From an optimization exercise on the open Yosys and OpenROAD flow, aimed at small area; shortcuts taken in it are not production practice.
Only simulation tests tie the RTL to the original design; equivalence was not proved.
Power and IR drop assume default switching activity.

==> flow/design.v <==
`default_nettype none
module rob_top (
  input  wire                    clk,
  input  wire                    rst,
  input  wire                    dispatch_valid,
  input  wire                    dispatch_reg_write_en,
  input  wire [5-1:0]  dispatch_reg_write_addr,
  input  wire [31:0]             dispatch_pc,
  input  wire [4-1:0]       dispatch_exc,
  output logic                   rob_full,
  output logic [3-1:0]  dispatch_tag,
  input  wire                    wb_valid,
  input  wire [3-1:0]   wb_tag,
  input  wire [32-1:0]      wb_data,
  input  wire [4-1:0]       wb_exc,
  output logic                   commit_valid,
  output logic [3-1:0]  commit_tag,
  output logic                   commit_reg_write_en,
  output logic [5-1:0] commit_reg_write_addr,
  output logic [32-1:0]     commit_data,
  output logic [31:0]            commit_pc,
  output logic [4-1:0]      commit_exc,
  output logic                   flush
);
  localparam int N  = 8;
  localparam int TW = 3;
  localparam int EW = (1 + 5 + 32);
  localparam int DW = 32;
  logic [TW-1:0]   cptr;      
  logic [TW-1:0]   tail;      
  logic            full;
  logic [N-1:0]    done;
  logic [N*EW-1:0] ent_q;
  logic [N*DW-1:0] data_q;
  logic [4-1:0] rcode;
  logic [TW-1:0]     rtag;
  logic              rdec;
  logic [TW-1:0] head;
  logic          empty;
  logic          retire;
  logic          alloc;
  logic          rv;
  assign head   = cptr + 1'b1;
  assign empty  = (head == tail) && !full;
  assign retire = !empty && done[head] && !flush;
  assign alloc  = dispatch_valid && !full && !flush;
  assign rv     = |rcode;
  logic [TW-1:0] wb_age;
  logic [TW-1:0] r_age;
  logic          wb_take;
  logic          al_take;
  assign wb_age  = wb_tag - head;
  assign r_age   = rtag - head;
  assign wb_take = wb_valid && (|wb_exc) && (!rv || wb_age < r_age);
  assign al_take = alloc && (|dispatch_exc) && !rv;
  always_ff @(posedge clk) begin
    if (!rst || flush) begin
      rcode <= '0;
    end else if (wb_take) begin
      rcode <= wb_exc;
    end else if (al_take) begin
      rcode <= dispatch_exc;
    end
  end
  always_ff @(posedge clk) begin
    if (wb_take) begin
      rtag <= wb_tag;
      rdec <= 1'b0;
    end else if (al_take) begin
      rtag <= tail;
      rdec <= 1'b1;
    end
  end
  always_ff @(posedge clk) begin
    if (!rst || flush) begin
      cptr <= TW'(N - 1);
      tail <= '0;
      full <= 1'b0;
    end else begin
      if (retire) cptr <= head;
      if (alloc)  tail <= tail + 1'b1;
      full <= !retire && (full || (alloc && tail == cptr));
    end
  end
  always_ff @(posedge clk) begin
    if (!rst) begin
      commit_valid <= 1'b0;
      flush        <= 1'b0;
    end else begin
      commit_valid <= retire;
      flush        <= retire && rv && (rtag == head);
    end
  end
  for (genvar i = 0; i < N; i++) begin : g_line
    logic tsel;
    logic wsel;
    assign tsel = (tail == TW'(i)) && !full;
    assign wsel = wb_valid && (wb_tag == TW'(i));
    always_ff @(posedge clk) begin
      if (tsel) ent_q[i*EW +: EW] <= {dispatch_reg_write_en, dispatch_reg_write_addr, dispatch_pc};
      if (wsel) data_q[i*DW +: DW] <= wb_data;
      if (tsel || wsel) done[i] <= wsel || (|dispatch_exc);
    end
  end
  logic [EW-1:0] c_ent;
  logic [DW-1:0] c_data;
  logic          dzero;
  assign dzero = flush && rdec;
  always_comb begin
    c_ent  = '0;
    c_data = '0;
    for (int i = 0; i < N; i++) begin
      if (cptr == TW'(i)) begin
        c_ent = c_ent | ent_q[i*EW +: EW];
        if (!dzero) c_data = c_data | data_q[i*DW +: DW];
      end
    end
  end
  assign rob_full     = full;
  assign dispatch_tag = tail;
  assign commit_tag   = cptr;
  assign {commit_reg_write_en, commit_reg_write_addr, commit_pc} = c_ent;
  assign commit_data  = c_data;
  assign commit_exc   = flush ? rcode : '0;
endmodule
`default_nettype wire
==> flow/config.mk <==
export PLATFORM = sky130hd
export DESIGN_NAME = rob_top
export DESIGN_NICKNAME = rob_top
export VERILOG_FILES = /design/flow/design.v
export SDC_FILE = /design/flow/constraint.sdc
export NUM_CORES = 4
export LEC_CHECK = 0
export CAP_MARGIN = 20
export CORE_MARGIN = 2
export CORE_UTILIZATION = 65
export GPL_TIMING_DRIVEN = 0
export SLEW_MARGIN = 20
==> flow/constraint.sdc <==
create_clock -name core_clock -period 4.0 [get_ports {clk}]
set_input_delay 0.8000 -clock core_clock [delete_from_list [all_inputs] [get_ports {clk}]]
set_output_delay 0.8000 -clock core_clock [all_outputs]
set_load 0.01 [all_outputs]
standard.sh (not shown) runs the stock make flow with config.mk's settings and CLKGATE_MAP_FILE= SYNTH_SCRIPT=/design/flow/synth_recipe.tcl, a recipe that flattens the netlist after the stock synthesis.
==> flow/flow/run.sh <==
#!/bin/bash
# Layout of the version: the standard flow (standard.sh) with
#  - synthesis mapped by an area-oriented ABC script (flow/my_synth.tcl,
#    flow/area.abc) and without Yosys's adder extraction, so ABC maps all logic,
#  - the smallest buffer (buf_1) on every input and output port,
#  - a clock tree of clkbuf_4 buffers, at most 8 sinks each, without dummy loads.
set -euo pipefail
work=$(pwd)
export FLOW_SYNTH_TCL="$work/synth_recipe.tcl"
export ADDER_MAP_FILE=
sed "s#SYNTH_SCRIPT=[^ ]*#SYNTH_SCRIPT=$work/flow/my_synth.tcl#" standard.sh > my_standard.sh
grep -q "SYNTH_SCRIPT=$work/flow/my_synth.tcl" my_standard.sh
export BUFFER_PORTS_ARGS="-buffer_cell sky130_fd_sc_hd__buf_1"
export CTS_ARGS="-sink_clustering_enable -repair_clock_nets -dont_use_dummy_load -buf_list sky130_fd_sc_hd__clkbuf_4 -sink_clustering_size 8 -sink_clustering_max_diameter 40"
bash my_standard.sh > flow_make.log 2>&1
==> flow/flow/area.abc <==
strash
&get -n
&fraig -x
&put
scorr
dc2
dretime
strash
&get -n
&dch -f
&nf -R 1000
&put
strash
&get -n
&dch -f
&nf -R 1000
&put
==> flow/flow/my_synth.tcl <==
# The standard flow's synthesis (synth_recipe.tcl), with ABC mapping the logic with an
# area-oriented script (area.abc) instead of ORFS's speed script.
set ::area_abc_script [file normalize [file join [file dirname [info script]] area.abc]]
proc abc {args} {
  set i [lsearch -exact $args -script]
  if {$i >= 0} { lset args [expr {$i + 1}] $::area_abc_script }
  yosys abc {*}$args
}
source $::env(FLOW_SYNTH_TCL)
Then changed:
==> flow/run.sh (new file) <==
#!/bin/bash
# synth_recipe.tcl (not shown) runs the flow's synth.tcl, then flattens the netlist and writes it again
# the make line also repeats each setting of config.mk as NAME=value (left out here)
make -C /OpenROAD-flow-scripts/flow DESIGN_CONFIG=/design/flow/config.mk WORK_HOME=/design/flow/orfs CLKGATE_MAP_FILE= SYNTH_SCRIPT=/design/flow/synth_recipe.tcl finish
- CORE_UTILIZATION: 65 -> 40
- CTS_BUF_LIST: default -> sky130_fd_sc_hd__clkbuf_4
- GPL_TIMING_DRIVEN: 0 -> default
removed: flow/flow/run.sh
removed: flow/flow/area.abc
removed: flow/flow/my_synth.tcl
removed: flow/standard.sh
Effect: Via count is higher by about 5%; count of clock-buffer cells in the layout increases by 140; area after synthesis rises by about 5%; register-to-register slack is better by 0.66 ns; power grows by 28%; worst hold slack improved by 0.072 ns; design area rose by 12%.
Then changed:
- CTS_BUF_LIST: sky130_fd_sc_hd__clkbuf_4 -> default
What happened: Sequential cell count does not change. Setup slack is better by 0.020 ns. Cell count falls by 7.3%. Routed wire length falls by 4.8%. Clock power rises by 6.1%. Hold slack is better by 0.0037 ns.

[afterwards: timing with drivers on the ports]
In the flow no input, the clock included, has a driving cell. The finished layouts below were timed again as built, in two steps.
Step 1 sets driving cells, clkbuf_16 on the clock port and buf_2 on the other inputs (assumed; they add their load-dependent delay and slew).
Step 2 also shifts input and output timing later by t, the mid clock arrival at the registers, as if the neighbouring blocks saw the same clock.
Three values: ideal ports, drivers, drivers and shift; two values: the first two.
run | shift t [ns] | slack for setup (ns) | hold WS [ns] | worst register clock-pin slew, ns
the first run | 0.737 | 0.154 / 0.104 / 0.577 | 0.414 / 0.383 / 0.468 | 0.09 / 0.09
the second run | 1.018 | 0.140 / 0.090 / 0.285 | 0.486 / 0.486 / 0.486 | 0.07 / 0.07
the third run | 0.659 | 0.160 / 0.108 / 0.275 | 0.490 / 0.490 / 0.490 | 0.07 / 0.07
After both steps setup and hold are still met in every run listed.
